This design comes from an exercise in tuning for small area, a short achievable clock period and few clock cycles per item on the open sky130 flow, not from production work.
Where RTL was checked, it was by simulation tests only, not by an equivalence proof against the original.
No activity file was given, so power comes from the tool's default toggle rates.

==> module mac_stream_seq, before the edit <==
module mac_stream_seq (
  input  logic        clk,
  input  logic        rst,
  input  logic        in_valid,
  output logic        in_ready,
  input  logic [15:0] in_data,
  input  logic [15:0] in_weight,
  input  logic [15:0] bias,
  output logic        out_valid,
  input  logic        out_ready,
  output logic [15:0] out_res
);
  localparam int LEN   = 48;
  localparam int ACC_W = 22;
  logic [5:0]         cnt_q;
  logic               rdy_q;
  logic               arm_q;             
  logic               owe_q;             
  logic               f0_q, l0_q;
  logic [15:0]        a0_q, b_q;
  logic [7:0]         one0_q, two0_q, neg0_q;
  logic               f1_q, l1_q;
  logic [15:0]        s1_q, c1_q;
  logic               cl1_q;
  logic [15:0]        s_d, c_d;
  logic               cl_d;
  logic [ACC_W-1:0]   acc_q;
  logic               l2_q;
  logic               ov_q;
  logic [15:0]        res_q;
  logic        accept, first_in, last_in, inc, owe_d, last_d;
  logic [ACC_W-1:0] base;
  logic [17:0] lo_sum;
  logic [16:0] pr_sum;
  logic [5:0]  hi_sum;
  logic [15:0] sat_res;
  logic [16:0] wx;
  logic [7:0]  one_d, two_d, neg_d;
  assign first_in = (cnt_q == 6'd0);
  assign last_in  = (cnt_q == 6'(LEN - 1));
  assign accept   = in_valid && rdy_q;
  assign inc      = accept && last_in;
  assign owe_d    = inc || (owe_q && !(ov_q && out_ready));
  assign last_d   = accept ? (cnt_q == 6'(LEN - 2)) : last_in;
  assign wx = {in_weight, 1'b0};
  always_comb begin
    for (int i = 0; i < 8; i++) begin
      one_d[i] = wx[2*i+1] ^ wx[2*i];
      two_d[i] = (wx[2*i+2] & ~wx[2*i+1] & ~wx[2*i]) | (~wx[2*i+2] & wx[2*i+1] & wx[2*i]);
      neg_d[i] = wx[2*i+2];
    end
  end
  mult u_mult (
    .a_i    (a0_q),
    .one_i  (one0_q),
    .two_i  (two0_q),
    .neg_i  (neg0_q),
    .s_o    (s_d),
    .c_o    (c_d),
    .c_lo_o (cl_d)
  );
  assign base   = f1_q ? {{(ACC_W-16){b_q[15]}}, b_q} : acc_q;
  assign lo_sum = {2'b00, base[15:0]} + {2'b00, s1_q} + {2'b00, c1_q} + {17'd0, cl1_q};
  assign pr_sum = {1'b0, s1_q} + {1'b0, c1_q} + {16'd0, cl1_q};
  assign hi_sum = base[ACC_W-1:16] + {4'd0, lo_sum[17:16]} - {5'd0, pr_sum[16]} - {5'd0, pr_sum[15]};
  always_comb begin
    if (acc_q[ACC_W-1:15] != {(ACC_W-15){acc_q[ACC_W-1]}})
      sat_res = acc_q[ACC_W-1] ? 16'h8000 : 16'h7FFF;
    else
      sat_res = acc_q[15:0];
  end
  always_ff @(posedge clk) begin
    a0_q   <= accept ? in_data : 16'd0;    
    one0_q <= one_d;
    two0_q <= two_d;
    neg0_q <= neg_d;
    if (arm_q) b_q <= bias;
    s1_q   <= s_d;
    c1_q   <= c_d;
    cl1_q  <= cl_d;
    acc_q  <= {hi_sum, lo_sum[15:0]};
    if (l2_q) res_q <= sat_res;
  end
  always_ff @(posedge clk) begin
    if (rst) begin
      cnt_q <= '0;
      rdy_q <= 1'b1;
      arm_q <= 1'b1;
      owe_q <= 1'b0;
      f0_q  <= 1'b0;
      l0_q  <= 1'b0;
      f1_q  <= 1'b0;
      l1_q  <= 1'b0;
      l2_q  <= 1'b0;
      ov_q  <= 1'b0;
    end else begin
      if (accept) cnt_q <= last_in ? 6'd0 : cnt_q + 6'd1;
      owe_q <= owe_d;
      rdy_q <= !(owe_d && last_d);
      arm_q <= accept ? last_in : first_in;
      f0_q  <= accept && first_in;
      l0_q  <= inc;
      f1_q  <= f0_q;
      l1_q  <= l0_q;
      l2_q  <= l1_q;
      ov_q  <= l2_q || (ov_q && !out_ready);
    end
  end
  assign in_ready  = rdy_q;
  assign out_valid = ov_q;
  assign out_res   = res_q;
endmodule
==> flow/config.mk <==
export PLATFORM = sky130hd
export DESIGN_NAME = mac_stream_seq
export DESIGN_NICKNAME = mac_stream_seq
export VERILOG_FILES = /design/flow/design.v
export SDC_FILE = /design/flow/constraint.sdc
export NUM_CORES = 4
export LEC_CHECK = 0
export CAP_MARGIN = 20
export CORE_MARGIN = 2
export CORE_UTILIZATION = 40
export CTS_BUF_LIST = sky130_fd_sc_hd__clkbuf_4 sky130_fd_sc_hd__clkbuf_8
export SLEW_MARGIN = 20
==> flow/constraint.sdc <==
create_clock -name core_clock -period 10.0 [get_ports {clk}]
set_input_delay 2.0000 -clock core_clock [delete_from_list [all_inputs] [get_ports {clk}]]
set_output_delay 2.0000 -clock core_clock [all_outputs]
set_load 0.01 [all_outputs]
standard.sh (not shown) runs the stock make flow with config.mk's settings and CLKGATE_MAP_FILE= SYNTH_SCRIPT=/design/flow/synth_recipe.tcl, a recipe that flattens the netlist after the stock synthesis.
==> flow/flow/run.sh <==
#!/bin/bash
# Standard synthesis, then the standard layout with: port buffers of a fixed small cell type,
# and repair_timing aiming below the clock period (a larger setup slack margin).
set -euo pipefail
bash standard.sh synth > synth.log 2>&1
bash standard.sh SETUP_SLACK_MARGIN=7.0 'BUFFER_PORTS_ARGS=-buffer_cell sky130_fd_sc_hd__buf_2' finish > layout.log 2>&1
The baseline went through all stages and came out clean.
Edit:
--- a/flow/design.v
+++ b/flow/design.v
@@ -369,19 +369,18 @@
   logic               f1_q, l1_q;
   logic [15:0]        s1_q, c1_q;
   logic               cl1_q;
   logic [15:0]        s_d, c_d;
   logic               cl_d;
+  logic               f2_q, l2_q;
+  logic [15:0]        p2_q;
   logic [ACC_W-1:0]   acc_q;
-  logic               l2_q;
+  logic               l3_q;
   logic               ov_q;
   logic [15:0]        res_q;
   logic        accept, first_in, last_in, inc, owe_d, last_d;
-  logic [ACC_W-1:0] base;
-  logic [17:0] lo_sum;
-  logic [16:0] pr_sum;
-  logic [5:0]  hi_sum;
+  logic [15:0] prod;
   logic [15:0] sat_res;
   logic [16:0] wx;
   logic [7:0]  one_d, two_d, neg_d;
   assign first_in = (cnt_q == 6'd0);
   assign last_in  = (cnt_q == 6'(LEN - 1));
@@ -404,14 +403,11 @@
     .neg_i  (neg0_q),
     .s_o    (s_d),
     .c_o    (c_d),
     .c_lo_o (cl_d)
   );
-  assign base   = f1_q ? {{(ACC_W-16){b_q[15]}}, b_q} : acc_q;
-  assign lo_sum = {2'b00, base[15:0]} + {2'b00, s1_q} + {2'b00, c1_q} + {17'd0, cl1_q};
-  assign pr_sum = {1'b0, s1_q} + {1'b0, c1_q} + {16'd0, cl1_q};
-  assign hi_sum = base[ACC_W-1:16] + {4'd0, lo_sum[17:16]} - {5'd0, pr_sum[16]} - {5'd0, pr_sum[15]};
+  assign prod = s1_q + c1_q + {15'd0, cl1_q};
   always_comb begin
     if (acc_q[ACC_W-1:15] != {(ACC_W-15){acc_q[ACC_W-1]}})
       sat_res = acc_q[ACC_W-1] ? 16'h8000 : 16'h7FFF;
     else
       sat_res = acc_q[15:0];
@@ -423,12 +419,13 @@
     neg0_q <= neg_d;
     if (arm_q) b_q <= bias;
     s1_q   <= s_d;
     c1_q   <= c_d;
     cl1_q  <= cl_d;
-    acc_q  <= {hi_sum, lo_sum[15:0]};
-    if (l2_q) res_q <= sat_res;
+    p2_q   <= prod;
+    acc_q  <= (f2_q ? {{(ACC_W-16){b_q[15]}}, b_q} : acc_q) + {{(ACC_W-16){p2_q[15]}}, p2_q};
+    if (l3_q) res_q <= sat_res;
   end
   always_ff @(posedge clk) begin
     if (rst) begin
       cnt_q <= '0;
       rdy_q <= 1'b1;
@@ -436,23 +433,27 @@
       owe_q <= 1'b0;
       f0_q  <= 1'b0;
       l0_q  <= 1'b0;
       f1_q  <= 1'b0;
       l1_q  <= 1'b0;
+      f2_q  <= 1'b0;
       l2_q  <= 1'b0;
+      l3_q  <= 1'b0;
       ov_q  <= 1'b0;
     end else begin
       if (accept) cnt_q <= last_in ? 6'd0 : cnt_q + 6'd1;
       owe_q <= owe_d;
       rdy_q <= !(owe_d && last_d);
       arm_q <= accept ? last_in : first_in;
       f0_q  <= accept && first_in;
       l0_q  <= inc;
       f1_q  <= f0_q;
       l1_q  <= l0_q;
+      f2_q  <= f1_q;
       l2_q  <= l1_q;
-      ov_q  <= l2_q || (ov_q && !out_ready);
+      l3_q  <= l2_q;
+      ov_q  <= l3_q || (ov_q && !out_ready);
     end
   end
   assign in_ready  = rdy_q;
   assign out_valid = ov_q;
   assign out_res   = res_q;
Outcome: Setup slack gains 1200 ps; sequential power grows by 5.3%; total power falls by 26%; combinational power shrinks by 39%; flip-flop and latch count goes up by 18; cell area came out lower by 1.3%; critical path depth fell by 13; worst hold slack got worse by 9.0 ps; final cell count rises by 1.1%; die area grows by 1.8%; via count came out higher by 1.1%.
Testbench counts after the change, summed over its fixed seeds: cycles 15,400, items 320.
No functional check of the RTL was part of the first run of this note.

[separate check: timing with driven ports]
How much do the figures lean on ideal ports? The routed layouts below were timed once more, with nothing changed but the port constraints.
Step 1, drivers: a clkbuf_16 drives clk and a buf_2 each remaining input, both assumed.
Step 2, shift: input delay + t, output delay - t, t = (earliest + latest rising clock arrival at the registers) / 2. This alone moves slack from input paths to output paths.
a / b / c = ideal / step 1 / step 2; a / b = the first two.
run | shift t [ns] | slack for setup (ns) | latest minus earliest clock arrival (ns) | worst data-port slew with drivers (ns)
the first run | 0.500 | 5.815 / 5.815 / 5.815 | 0.029 / 0.029 | 0.03
the second run | 0.501 | 6.971 / 6.930 / 6.658 | 0.016 / 0.016 | 0.04
After both steps every run listed still meets setup and hold. The setup slack of the second run, which loses most, moves by -0.041 ns with the drivers and by -0.313 ns with both steps.
